This is an optimization exercise on Yosys and OpenROAD, whose aim is a short achievable clock period and few clock cycles, not a production implementation. RTL that was checked went through simulation tests only; none was proved equivalent to the original.

==> trial 40: inputs <==
// rv_core
module rv_core (
  input  logic                clk_i,
  input  logic                rst_i,
  output logic [32-1:0] imem_addr_o,
  input  logic [31:0]         imem_data_i,
  output logic                dmem_re_o,
  output logic                dmem_we_o,
  output logic [32-1:0] dmem_addr_o,
  output logic [32-1:0] dmem_wdata_o,
  input  logic [32-1:0] dmem_rdata_i
);
Settings: LEC_CHECK=0, ABC_CLOCK_PERIOD_IN_PS=2000, CAP_MARGIN=20, CORE_MARGIN=2, CORE_UTILIZATION=25, GPL_ROUTABILITY_DRIVEN=1, PLACE_DENSITY=0.45, SETUP_SLACK_MARGIN=3.5, SLEW_MARGIN=20; clock period 5.5 ns.
run.sh (not shown) runs the stock make flow with config.mk's settings and CLKGATE_MAP_FILE= SYNTH_SCRIPT=/design/flow/synth_recipe.tcl, a recipe that flattens the netlist after the stock synthesis.
==> inputs of build 41, as changes to trial 40 <==
--- a/flow/design.v
+++ b/flow/design.v
@@ -112,15 +112,12 @@
   logic        e_tk_ne_q;   
   logic        e_ftaken_q;  
   logic        e_fok_q;     
   logic        e_bfok_q;    
   logic [BI-1:0] e_hidx_q;
   logic        e_pred_q;   
-  logic        e_zbr_q;    
-  logic        e_zred_q;   
-  logic        e_ztk_q;    
   logic        e_off8_q;
   logic        e_off12_q;
   logic        e_lw_q;
   logic        e_sw_q;
   logic        e_wreg_q;
   logic [2:0]  e_rsel_q;   
@@ -165,14 +162,12 @@
   logic [31:0] w_addr_q;
   logic [31:0] w_wdata_q;
   logic [31:0] w_res_q;
   logic [4:0]  w_rd_q;
   logic [31:0] rf_q [32];
   logic [31:0] rf_v_q;
-  logic [31:0] rf_kz_q;    
-  logic [31:0] rf_kn_q;    
   logic          f_hit;
   logic [31:2]   f_tgt;
   logic [31:12]  f_hpc;
   logic [BI-1:0] f_hidx;
   logic [31:0]   f_pc4;
   logic [31:0]   f_ir;
@@ -302,23 +297,12 @@
       2'b10:   d_jal_hi = d_pc21_m1_q;
       default: d_jal_hi = d_pc_q[31:21];
     endcase
   end
   assign d_tgt = d_is_jal ? {d_jal_hi, d_jal_mid, d_jal_lo_q[9:0], d_pc_q[0]}
                          : {d_br_hi, d_br_lo_q[11:0], d_pc_q[0]};
-  logic d_isz1, d_isnz1, d_isz2, d_isnz2, d_isz, d_isnz;
-  logic d_zbr, d_ztk, d_zok;
-  assign d_isz1  = ~|d_sel1_q | |(d_sel1_q & rf_kz_q);
-  assign d_isnz1 = |(d_sel1_q & rf_kn_q);
-  assign d_isz2  = ~|d_sel2_q | |(d_sel2_q & rf_kz_q);
-  assign d_isnz2 = |(d_sel2_q & rf_kn_q);
-  assign d_isz   = (d_ir_q[24:20] == 5'd0) ? d_isz1  : d_isz2;
-  assign d_isnz  = (d_ir_q[24:20] == 5'd0) ? d_isnz1 : d_isnz2;
-  assign d_zbr   = d_is_br & ((d_ir_q[19:15] == 5'd0) | (d_ir_q[24:20] == 5'd0)) & (d_isz | d_isnz);
-  assign d_ztk   = ~d_off4 & (d_f3[0] ^ d_isz);
-  assign d_zok   = d_ztk ? (d_fok | (d_pred_q & ~d_btb_q)) : ~(d_btb_q | d_pred_q);
   always_comb
   begin
     d_rs1 = '0;
     d_rs2 = '0;
     for (int i = 0; i < 32; i++)
     begin
@@ -332,13 +316,12 @@
   logic [8:0]  e_s0 [4];
   logic [8:0]  e_s1 [4];
   logic [31:0] e_b;
   logic        kill_e;      
   logic        kill_d;
   logic        kill_f;
-  logic        e_zred;
   logic        d_sred;
   assign e_eq   = (e_a_q == e_rs2_q);
   assign e_ft   = e_ftaken_q;
   assign e_fok  = e_fok_q;
   assign e_b = e_useimm_q ? e_imm_q : e_b2_q;
   always_comb
@@ -374,20 +357,19 @@
   assign m_alt = m_eq_q ? m_alt_eq_q : m_alt_ne_q;
   assign m_part1 = m_mis & ~m_ft_q & m_off8_q  & e_v_q & ~e_ftaken_q;
   assign m_part2 = m_mis & ~m_ft_q & m_off12_q & e_v_q & ~e_ftaken_q
                          & d_v_q & ~d_btb_q;
   assign m_red   = m_mis & ~m_part1 & ~m_part2;
   assign kill_e = m_mis;
-  assign e_zred = e_v_q & e_zred_q & ~kill_e;
-  assign kill_d = m_red | m_part2 | e_zred;
+  assign kill_d = m_red | m_part2;
   assign d_sred = d_v_q & d_pred_q & ~d_btb_q & ~kill_d;
-  assign kill_f = m_red | e_zred | d_sred;
+  assign kill_f = m_red | d_sred;
   assign m_res = m_sum_q ? m_sum : m_other_q;
   logic [31:0] pc_seq, pc_next;
   assign pc_seq  = rst_q ? 32'h0000_0000 : f_hit ? {f_tgt, pc_q[1:0]} : f_pc4;
-  assign pc_next = m_red ? m_alt : e_zred ? (e_ztk_q ? e_tgt_q : e_pc4_q) : d_sred ? d_tgt : pc_seq;
+  assign pc_next = m_red ? m_alt : d_sred ? d_tgt : pc_seq;
   always_ff @(posedge clk_i, posedge rst_i)
   begin
     if (rst_i)
     begin
       pc_q      <= 32'h0000_0000;
       rst_q     <= 1'b1;
@@ -464,15 +446,12 @@
     e_tk_ne_q  <= d_tk_ne;
     e_ftaken_q <= d_btb_q | d_pred_q;
     e_fok_q    <= d_fok | (d_pred_q & ~d_btb_q);
     e_bfok_q   <= d_fok;
     e_hidx_q   <= d_hidx_q;
     e_pred_q   <= d_pred_q;
-    e_zbr_q    <= d_zbr;
-    e_zred_q   <= d_zbr & ~d_zok;
-    e_ztk_q    <= d_ztk;
     e_off8_q   <= d_off8;
     e_off12_q  <= d_off12;
     e_lw_q     <= d_is_lw;
     e_sw_q     <= d_is_sw;
     e_wreg_q   <= (d_is_op | d_is_addi | d_is_lw | d_is_jal) & (d_ir_q[11:7] != 5'd0);
     e_rsel_q   <= {d_is_jal, d_and | d_or, ~(d_is_jal | d_and | d_or)};
@@ -485,14 +464,14 @@
     e_b2_q     <= d_rs2 ^ {32{d_sub}};
     e_pc_q     <= d_pc_q;
     e_pc4_q    <= d_pc4_q;
     e_rd_q     <= d_ir_q[11:7];
     e_tgt_q     <= d_tgt;
     m_eq_q     <= e_eq;
-    m_mis_eq_q <= ~e_zbr_q & (e_fok ? ~e_tk_eq_q : (e_tk_eq_q | e_ft));
-    m_mis_ne_q <= ~e_zbr_q & (e_fok ? ~e_tk_ne_q : (e_tk_ne_q | e_ft));
+    m_mis_eq_q <= e_fok ? ~e_tk_eq_q : (e_tk_eq_q | e_ft);
+    m_mis_ne_q <= e_fok ? ~e_tk_ne_q : (e_tk_ne_q | e_ft);
     m_tk_eq_q  <= e_tk_eq_q;
     m_tk_ne_q  <= e_tk_ne_q;
     m_ft_q     <= e_ft;
     m_off8_q   <= e_off8_q;
     m_off12_q  <= e_off12_q;
     m_alt_eq_q <= e_tk_eq_q ? e_tgt_q : e_pc4_q;
@@ -511,17 +490,13 @@
     m_rd_q    <= e_rd_q;
     w_addr_q  <= m_sum;
     w_wdata_q <= m_rs2_q;
     w_res_q   <= m_res;
     w_rd_q    <= m_rd_q;
     if (w_wreg_q)
-    begin
-      rf_q[w_rd_q]    <= w_nld_q ? w_res_q : dmem_rdata_i;
-      rf_kz_q[w_rd_q] <= w_nld_q & (w_res_q == 32'd0);
-      rf_kn_q[w_rd_q] <= w_nld_q & (w_res_q != 32'd0);
-    end
+      rf_q[w_rd_q] <= w_nld_q ? w_res_q : dmem_rdata_i;
   end
   assign dmem_re_o    = w_re_q;
   assign dmem_we_o    = w_we_q;
   assign dmem_addr_o  = w_addr_q;
   assign dmem_wdata_o = w_wdata_q;
 endmodule
Settings changed: CORE_UTILIZATION 25 to 30, CTS_CLUSTER_DIAMETER set to 150, CTS_CLUSTER_SIZE set to 28, PLACE_DENSITY 0.45 to 0.5.
==> qor.txt <==
First-pass GRT wire length = 630,000 µm
Fraction of area in multi-input gates = 26.1%
GR Util All Layers = 25.6%
H-tree depth = 4
Worst r2r dst = rf_kn_q[0]
Status = timing/DRC/antenna clean
Vias in the first global route = 68.5k
Layout cell share with drive strength beyond 1 = 37.7%
Antenna diodes = 89
CP Buf/Inv Count = 3
Met3 WL post-DR = 63,400 µm
R2R Setup Slk = 2.89 ns
Worst path top cell family by delay = simple AND/OR/NAND/NOR gates
Fin Clk Skew = 0.0876 ns
the above is filed under trial 40

==> qor.txt <==
GR Util All Layers = 26.9%
First-pass GRT wire length = 524,000 µm
Worst path top cell family by delay = flip-flops
Met3 WL post-DR = 56,000 µm
R2R Setup Slk = 3.08 ns
Fraction of area in multi-input gates = 25.6%
Antenna diodes = 48
Status = timing/DRC/antenna clean
H-tree depth = 3
CP Buf/Inv Count = 1
Fin Clk Skew = 0.0762 ns
Vias in the first global route = 58.7k
the above is filed under build 41

Testbench counts of trial 40, summed over its fixed seeds: cycles 153,194.
No functional check of the RTL was part of build 41.

* * *

==> wip/tundra: inputs <==
rv_core, a different RTL version from the one above (not shown whole).
Settings: LEC_CHECK=0, ABC_CLOCK_PERIOD_IN_PS=2000, CAP_MARGIN=20, CORE_MARGIN=2, CORE_UTILIZATION=25, GPL_ROUTABILITY_DRIVEN=1, PLACE_DENSITY=0.45, SETUP_SLACK_MARGIN=3.5, SLEW_MARGIN=20; clock period 5.5 ns.
==> inputs of wip/onyx, as changes to wip/tundra <==
--- a/flow/design.v
+++ b/flow/design.v
@@ -76,24 +76,23 @@
   output logic                dmem_we_o,
   output logic [32-1:0] dmem_addr_o,
   output logic [32-1:0] dmem_wdata_o,
   input  logic [32-1:0] dmem_rdata_i
 );
   localparam int NBTB = 4;   
-  localparam int BI   = $clog2(NBTB);
+  localparam int BI   = 2;      
   logic [31:0] pc_q;       
   logic [31:0] pc_o_q;     
   logic [NBTB-1:0] btb_v_q;
   logic [31:2]     btb_pc_q  [NBTB];
   logic [31:2]     btb_tgt_q [NBTB];
   logic [BI-1:0]   btb_ptr_q;
   logic        d_v_q;
   logic        d_btb_q;    
   logic [31:12] d_hpc_q;   
   logic [BI-1:0] d_hidx_q;
-  logic        d_off8_q;   
   logic [31:0] d_ir_q;
   logic [31:0] d_pc_q;
   logic [31:0] d_pc4_q;
   logic [31:0] d_sel1_q;   
   logic [31:0] d_sel2_q;   
   logic [31:13] d_pc13_p1_q, d_pc13_m1_q;  
@@ -105,12 +104,13 @@
   logic        e_tk_ne_q;   
   logic        e_ftaken_q;  
   logic        e_fok_q;     
   logic [BI-1:0] e_hidx_q;
   logic        e_pred_q;   
   logic        e_off8_q;
+  logic        e_off12_q;
   logic        e_lw_q;
   logic        e_sw_q;
   logic        e_wreg_q;
   logic [2:0]  e_rsel_q;   
   logic        e_and_q;
   logic        e_cin_q;    
@@ -121,15 +121,33 @@
   logic [31:0] e_pc_q;
   logic [31:0] e_pc4_q;
   logic [4:0]  e_rd_q;
   logic        e_jal_q;
   logic        e_sign_q;
   logic [12:0] e_br_lo_q;
-  logic [20:0] e_jal_lo_q;
+  logic [10:0] e_jal_lo_q;    
+  logic [9:0]  e_jal_mid0_q;  
+  logic [10:0] e_jal_mid1_q;  
+  logic        e_jal_c0_q;
   logic [31:13] e_pc13_q, e_pc13_p1_q, e_pc13_m1_q;
   logic [31:21] e_pc21_p1_q, e_pc21_m1_q;
+  logic        m_v_q;
+  logic        m_eq_q;      
+  logic        m_mis_eq_q;  
+  logic        m_mis_ne_q;  
+  logic        m_tk_eq_q;   
+  logic        m_tk_ne_q;
+  logic        m_ft_q;      
+  logic        m_off8_q;    
+  logic        m_off12_q;
+  logic [31:0] m_alt_eq_q;  
+  logic [31:0] m_alt_ne_q;
+  logic        m_alloc_q;   
+  logic [BI-1:0] m_slot_q;
+  logic [31:2] m_pc_q;
+  logic [31:2] m_tgt_q;
   logic        m_lw_q;
   logic        m_sw_q;
   logic        m_wreg_q;
   logic [2:0]  m_rsel_q;
   logic [8:0]  m_s0_q [4];  
   logic [8:0]  m_s1_q [4];  
@@ -151,13 +169,12 @@
   logic [31:12]  f_hpc;
   logic [BI-1:0] f_hidx;
   logic [31:0]   f_pc4;
   logic [31:0]   f_ir;
   logic [31:0]   f_v_eff;
   logic [31:0]   f_sel1, f_sel2;
-  logic          f_off8;
   logic [31:13]  f_pc13_p1, f_pc13_m1;
   logic [31:21]  f_pc21_p1, f_pc21_m1;
   always_comb
   begin
     f_hit  = 1'b0;
     f_tgt  = '0;
@@ -171,14 +188,12 @@
         f_hpc  = f_hpc | btb_pc_q[i][31:12];
         f_hidx = f_hidx | BI'(i);
       end
   end
   assign f_pc4 = pc_q + 32'd4;
   assign f_ir  = imem_data_i;
-  assign f_off8 = f_ir[3] ? (f_ir[31:12] == 20'h00800)
-                          : ({f_ir[31:25], f_ir[11:8], f_ir[7]} == 12'b0000000_0100_0);
   always_comb
   begin
     for (int i = 0; i < 32; i++)
     begin
       f_v_eff[i] = rf_v_q[i] | (w_wreg_q && w_rd_q == i[4:0]);
       f_sel1[i]  = f_v_eff[i] && f_ir[19:15] == i[4:0];
@@ -213,13 +228,14 @@
   logic        d_sub, d_and, d_or;
   logic [31:0] d_imm_i, d_imm_s;
   logic        d_off4;
   logic        d_pred;
   logic        d_tk_eq, d_tk_ne, d_fok;
   logic [12:0] d_br_lo;
-  logic [20:0] d_jal_lo;
+  logic [10:0] d_jal_lo;
+  logic [10:0] d_jal_mid0, d_jal_mid1;
   logic [31:0] d_rs1, d_rs2;
   assign d_opc = d_ir_q[6:0];
   assign d_f3  = d_ir_q[14:12];
   always_comb
   begin
     d_is_op   = (d_opc == 7'b0110011) && (d_f3 == 3'b000 || d_f3 == 3'b111 || d_f3 == 3'b110);
@@ -231,12 +247,17 @@
     d_sub     = d_is_op && d_f3 == 3'b000 && d_ir_q[30];
     d_and     = d_is_op && d_f3 == 3'b111;
     d_or      = d_is_op && d_f3 == 3'b110;
   end
   assign d_imm_i = {{20{d_ir_q[31]}}, d_ir_q[31:20]};
   assign d_imm_s = {{20{d_ir_q[31]}}, d_ir_q[31:25], d_ir_q[11:7]};
+  logic d_off8, d_off12;
+  assign d_off8  = d_is_jal ? (d_ir_q[31:12] == 20'h00800)
+                            : ({d_ir_q[31:25], d_ir_q[11:8], d_ir_q[7]} == 12'b0000000_0100_0);
+  assign d_off12 = d_is_jal ? (d_ir_q[31:12] == 20'h00c00)
+                            : ({d_ir_q[31:25], d_ir_q[11:8], d_ir_q[7]} == 12'b0000000_0110_0);
   assign d_off4 = d_is_jal ? (d_ir_q[31:12] == 20'h00400)
                            : ({d_ir_q[31:25], d_ir_q[11:8], d_ir_q[7]} == 12'b0000000_0010_0);
   always_comb
   begin
     if (d_is_jal)
       d_pred = ~d_off4;
@@ -246,55 +267,60 @@
       d_pred = 1'b0;
   end
   assign d_tk_eq = ~d_off4 & (d_is_jal | (d_is_br & ~d_f3[0]));
   assign d_tk_ne = ~d_off4 & (d_is_jal | (d_is_br &  d_f3[0]));
   assign d_fok   = d_btb_q & (d_hpc_q == d_pc_q[31:12]);
   assign d_br_lo  = {1'b0, d_pc_q[12:1]} + {1'b0, d_ir_q[31], d_ir_q[7], d_ir_q[30:25], d_ir_q[11:8]};
-  assign d_jal_lo = {1'b0, d_pc_q[20:1]} + {1'b0, d_ir_q[31], d_ir_q[19:12], d_ir_q[20], d_ir_q[30:21]};
+  assign d_jal_lo   = {1'b0, d_pc_q[10:1]} + {1'b0, d_ir_q[30:21]};
+  assign d_jal_mid0 = {1'b0, d_pc_q[20:11]} + {1'b0, d_ir_q[31], d_ir_q[19:12], d_ir_q[20]};
+  assign d_jal_mid1 = 11'(({1'b0, d_pc_q[20:11], 1'b1} + {1'b0, d_ir_q[31], d_ir_q[19:12], d_ir_q[20], 1'b1}) >> 1);
   always_comb
   begin
     d_rs1 = '0;
     d_rs2 = '0;
     for (int i = 0; i < 32; i++)
     begin
       d_rs1 = d_rs1 | (rf_q[i] & {32{d_sel1_q[i]}});
       d_rs2 = d_rs2 | (rf_q[i] & {32{d_sel2_q[i]}});
     end
   end
-  logic        e_eq, e_mis, e_pok, e_partial, e_red_eq, e_red_ne;
-  logic [31:0] e_tgt, e_alt_eq, e_alt_ne;
+  logic        e_eq;
+  logic        e_sred;      
+  logic        e_ft, e_fok;
+  logic [31:0] e_tgt;
   logic [31:13] e_br_hi;
   logic [31:21] e_jal_hi;
+  logic [20:11] e_jal_mid;
+  logic         e_jal_c21;
   logic [8:0]  e_s0 [4];
   logic [8:0]  e_s1 [4];
   logic [31:0] e_b;
-  logic        e_alloc;
+  logic        kill_e;      
+  logic        kill_d;
+  logic        kill_f;
   always_comb
   begin
     case ({e_sign_q, e_br_lo_q[12]})
       2'b01:   e_br_hi = e_pc13_p1_q;
       2'b10:   e_br_hi = e_pc13_m1_q;
       default: e_br_hi = e_pc13_q;
     endcase
-    case ({e_sign_q, e_jal_lo_q[20]})
+    e_jal_mid = e_jal_lo_q[10] ? e_jal_mid1_q[9:0] : e_jal_mid0_q;
+    e_jal_c21 = e_jal_lo_q[10] ? e_jal_mid1_q[10]  : e_jal_c0_q;
+    case ({e_sign_q, e_jal_c21})
       2'b01:   e_jal_hi = e_pc21_p1_q;
       2'b10:   e_jal_hi = e_pc21_m1_q;
       default: e_jal_hi = e_pc13_q[31:21];
     endcase
   end
-  assign e_tgt = e_jal_q ? {e_jal_hi, e_jal_lo_q[19:0], e_pc_q[0]}
+  assign e_tgt = e_jal_q ? {e_jal_hi, e_jal_mid, e_jal_lo_q[9:0], e_pc_q[0]}
                          : {e_br_hi, e_br_lo_q[11:0], e_pc_q[0]};
-  assign e_eq     = (e_a_q == e_rs2_q);
-  assign e_mis    = e_v_q & (e_eq ? e_mis_eq_q : e_mis_ne_q);
-  assign e_alt_eq = e_tk_eq_q ? e_tgt : e_pc4_q;
-  assign e_alt_ne = e_tk_ne_q ? e_tgt : e_pc4_q;
-  assign e_pok     = e_off8_q & ~e_ftaken_q & d_v_q & ~d_btb_q;
-  assign e_red_eq  = e_v_q & e_mis_eq_q & ~e_pok;
-  assign e_red_ne  = e_v_q & e_mis_ne_q & ~e_pok;
-  assign e_partial = e_mis & e_pok;
-  assign e_alloc = e_v_q & e_pred_q & ~e_fok_q;
+  assign e_eq   = (e_a_q == e_rs2_q);
+  assign e_sred = e_v_q & e_pred_q & ~e_ftaken_q & ~kill_e;
+  assign e_ft   = e_ftaken_q | e_pred_q;
+  assign e_fok  = e_fok_q | (e_pred_q & ~e_ftaken_q);
   assign e_b = e_useimm_q ? e_imm_q : (e_rs2_q ^ {32{e_cin_q}});
   always_comb
   begin
     for (int k = 0; k < 4; k++)
     begin
       e_s0[k] = {1'b0, e_a_q[8*k +: 8]} + {1'b0, e_b[8*k +: 8]};
@@ -317,69 +343,82 @@
     for (int k = 0; k < 4; k++)
     begin
       m_sum[8*k +: 8] = m_c[k] ? m_s1_q[k][7:0] : m_s0_q[k][7:0];
       m_c[k+1]        = m_c[k] ? m_s1_q[k][8]   : m_s0_q[k][8];
     end
   end
+  logic        m_mis, m_red, m_part1, m_part2;
+  logic [31:0] m_alt;
+  assign m_mis = m_v_q & (m_eq_q ? m_mis_eq_q : m_mis_ne_q);
+  assign m_alt = m_eq_q ? m_alt_eq_q : m_alt_ne_q;
+  assign m_part1 = m_mis & ~m_ft_q & m_off8_q  & e_v_q & ~e_ftaken_q & ~e_pred_q;
+  assign m_part2 = m_mis & ~m_ft_q & m_off12_q & e_v_q & ~e_ftaken_q & ~e_pred_q
+                         & d_v_q & ~d_btb_q;
+  assign m_red   = m_mis & ~m_part1 & ~m_part2;
+  assign kill_e = m_mis;
+  assign kill_d = m_red | m_part2 | e_sred;
+  assign kill_f = m_red | e_sred;
   assign m_res = (m_sum & {32{m_rsel_q[0]}}) |
                  (m_logic_q & {32{m_rsel_q[1]}}) |
                  (m_pc4_q & {32{m_rsel_q[2]}});
   logic [31:0] pc_seq, pc_next;
   assign pc_seq  = rst_i ? 32'h0000_0000 : f_hit ? {f_tgt, pc_q[1:0]} : f_pc4;
-  assign pc_next = e_eq ? (e_red_eq ? e_alt_eq : pc_seq)
-                        : (e_red_ne ? e_alt_ne : pc_seq);
+  assign pc_next = m_red ? m_alt : e_sred ? e_tgt : pc_seq;
   always_ff @(posedge clk_i, posedge rst_i)
   begin
     if (rst_i)
     begin
       pc_q      <= 32'h0000_0000;
       btb_v_q   <= '0;
       btb_ptr_q <= '0;
       d_v_q     <= 1'b0;
       e_v_q     <= 1'b0;
+      m_v_q     <= 1'b0;
+      m_alloc_q <= 1'b0;
       m_lw_q    <= 1'b0;
       m_sw_q    <= 1'b0;
       m_wreg_q  <= 1'b0;
       w_re_q    <= 1'b0;
       w_we_q    <= 1'b0;
       w_wreg_q  <= 1'b0;
       rf_v_q    <= '0;
     end
     else
     begin
       pc_q  <= pc_next;
-      d_v_q <= ~(e_eq ? e_red_eq : e_red_ne);
-      e_v_q <= d_v_q & ~e_mis;
-      if (e_alloc)
+      d_v_q <= ~kill_f;
+      e_v_q <= d_v_q & ~kill_d;
+      m_v_q <= e_v_q & ~kill_e;
+      if (m_alloc_q)
       begin
-        btb_v_q[e_slot] <= 1'b1;
-        if (e_slot == btb_ptr_q)
+        btb_v_q[m_slot_q] <= 1'b1;
+        if (m_slot_q == btb_ptr_q)
           btb_ptr_q <= btb_ptr_q + 1'b1;
       end
-      m_lw_q   <= e_v_q & e_lw_q;
-      m_sw_q   <= e_v_q & e_sw_q;
-      m_wreg_q <= e_v_q & e_wreg_q;
+      m_lw_q   <= e_v_q & ~kill_e & e_lw_q;
+      m_sw_q   <= e_v_q & ~kill_e & e_sw_q;
+      m_wreg_q <= e_v_q & ~kill_e & e_wreg_q;
+      m_alloc_q <= e_v_q & e_pred_q & ~e_fok_q & ~m_alloc_q;
       w_re_q   <= m_lw_q;
       w_we_q   <= m_sw_q;
       w_wreg_q <= m_wreg_q;
       if (w_wreg_q)
         rf_v_q[w_rd_q] <= 1'b1;
     end
   end
   always_ff @(posedge clk_i)
   begin
     pc_o_q <= pc_next;
-    if (e_alloc)
+    if (m_alloc_q)
     begin
-      btb_pc_q[e_slot]  <= e_pc_q[31:2];
-      btb_tgt_q[e_slot] <= e_tgt[31:2];
+      btb_pc_q[m_slot_q]  <= m_pc_q;
+      btb_tgt_q[m_slot_q] <= m_tgt_q;
     end
     d_btb_q     <= f_hit;
     d_hpc_q     <= f_hpc;
     d_hidx_q    <= f_hidx;
-    d_off8_q    <= f_off8;
     d_ir_q      <= f_ir;
     d_pc_q      <= pc_q;
     d_pc4_q     <= f_pc4;
     d_sel1_q    <= f_sel1;
     d_sel2_q    <= f_sel2;
     d_pc13_p1_q <= f_pc13_p1;
@@ -391,13 +430,14 @@
     e_tk_eq_q  <= d_tk_eq;
     e_tk_ne_q  <= d_tk_ne;
     e_ftaken_q <= d_btb_q;
     e_fok_q    <= d_fok;
     e_hidx_q   <= d_hidx_q;
     e_pred_q   <= d_pred;
-    e_off8_q   <= d_off8_q;
+    e_off8_q   <= d_off8;
+    e_off12_q  <= d_off12;
     e_lw_q     <= d_is_lw;
     e_sw_q     <= d_is_sw;
     e_wreg_q   <= (d_is_op | d_is_addi | d_is_lw | d_is_jal) & (d_ir_q[11:7] != 5'd0);
     e_rsel_q   <= {d_is_jal, d_and | d_or, ~(d_is_jal | d_and | d_or)};
     e_and_q    <= d_and;
     e_cin_q    <= d_sub;
@@ -408,18 +448,34 @@
     e_pc_q     <= d_pc_q;
     e_pc4_q    <= d_pc4_q;
     e_rd_q     <= d_ir_q[11:7];
     e_jal_q     <= d_is_jal;
     e_sign_q    <= d_ir_q[31];
     e_br_lo_q   <= d_br_lo;
-    e_jal_lo_q  <= d_jal_lo;
+    e_jal_lo_q   <= d_jal_lo;
+    e_jal_mid0_q <= d_jal_mid0[9:0];
+    e_jal_c0_q   <= d_jal_mid0[10];
+    e_jal_mid1_q <= d_jal_mid1;
     e_pc13_q    <= d_pc_q[31:13];
     e_pc13_p1_q <= d_pc13_p1_q;
     e_pc13_m1_q <= d_pc13_m1_q;
     e_pc21_p1_q <= d_pc21_p1_q;
     e_pc21_m1_q <= d_pc21_m1_q;
+    m_eq_q     <= e_eq;
+    m_mis_eq_q <= e_fok ? ~e_tk_eq_q : (e_tk_eq_q | e_ft);
+    m_mis_ne_q <= e_fok ? ~e_tk_ne_q : (e_tk_ne_q | e_ft);
+    m_tk_eq_q  <= e_tk_eq_q;
+    m_tk_ne_q  <= e_tk_ne_q;
+    m_ft_q     <= e_ft;
+    m_off8_q   <= e_off8_q;
+    m_off12_q  <= e_off12_q;
+    m_alt_eq_q <= e_tk_eq_q ? e_tgt : e_pc4_q;
+    m_alt_ne_q <= e_tk_ne_q ? e_tgt : e_pc4_q;
+    m_pc_q     <= e_pc_q[31:2];
+    m_slot_q   <= e_slot;
+    m_tgt_q    <= e_tgt[31:2];
     m_rsel_q  <= e_rsel_q;
     for (int k = 0; k < 4; k++)
     begin
       m_s0_q[k] <= e_s0[k];
       m_s1_q[k] <= e_s1[k];
     end
==> results.sh <==
export IMPL_synth_avg_cell_area_um2=14.0
export IMPL_reg2reg_depth=13
export IMPL_dpl_cell_count=9851
export IMPL_grt_pass1_wl_um=527000
export IMPL_nFillCells=30500
export IMPL_vias=62000
export IMPL_outcome="complete, no violations"
export IMPL_finalWorstSetupSlack_ns=2.83
export IMPL_clock_sinks=2130
export IMPL_synth_xor_area_share_pct=3.04
export IMPL_netlist_area_mm2=0.0800
export IMPL_synth_adder_area_share_pct=2.62
export IMPL_ys_seq_area_share_pct=69.6
export IMPL_inverters=187
[end of results for wip/tundra]
==> results.sh <==
export IMPL_nFillCells=32300
export IMPL_reg2reg_depth=7
export IMPL_dpl_cell_count=10300
export IMPL_ys_seq_area_share_pct=69.8
export IMPL_multi_input_area_mm2=0.0263
export IMPL_rows=212
export IMPL_multi_input_area_share_pct=23.8
export IMPL_netlist_area_mm2=0.0839
export IMPL_grt_pass1_wl_um=526000
export IMPL_finalWorstSetupSlack_ns=2.90
export IMPL_maxPowerGroup="sequential cells"
export IMPL_synth_xor_area_share_pct=2.95
export IMPL_path_depth=1
export IMPL_synth_avg_cell_area_um2=14.0
export IMPL_grt_busiest_layer="met2"
export IMPL_yosys_warnings=5
export IMPL_clock_sinks=2274
export IMPL_outcome="complete, no violations"
export IMPL_reg2reg_to="w_res_q[24]$_DFF_P_"
[end of results for wip/onyx]
Testbench counts of wip/onyx, summed over its fixed seeds: cycles 158,001.
Only the layout flow was run in wip/tundra; the RTL was not checked for function there.

[what the ideal ports hide]
The flow's constraints put no driver on any port. The routed layouts listed below were extracted and timed again, unchanged, in two steps.
Step 1 sets driving cells, clkbuf_16 on the clock port and buf_2 on the other inputs (assumed; they add their load-dependent delay and slew).
Step 2 adds t to the input delays and takes it off the output delays; t is the mean of the earliest and latest rising clock arrival at the registers after step 1. Input paths then give back, and output paths get back, about the clock's delay inside the block.
a / b / c = ideal ports / drivers / drivers and shift; a / b = the first two.
run	shift t [ns]	slack for setup (ns)	latest minus earliest clock arrival (ns)	slew at the worst register clock pin (ns)	worst slew at a driven data input, ns
trial 40	1.025	2.889 / 2.810 / 2.040	0.088 / 0.088	0.07 / 0.07	0.23
build 41	0.930	2.972 / 2.882 / 2.549	0.087 / 0.087	0.12 / 0.12	0.16
wip/tundra	0.969	2.827 / 2.741 / 2.513	0.112 / 0.112	0.07 / 0.07	0.06
wip/onyx	0.986	2.904 / 2.805 / 2.576	0.153 / 0.153	0.07 / 0.07	0.11
After both steps every run listed still meets setup and hold. The setup slack of trial 40, which loses most, moves by -0.079 ns with the drivers and by -0.849 ns with both steps.
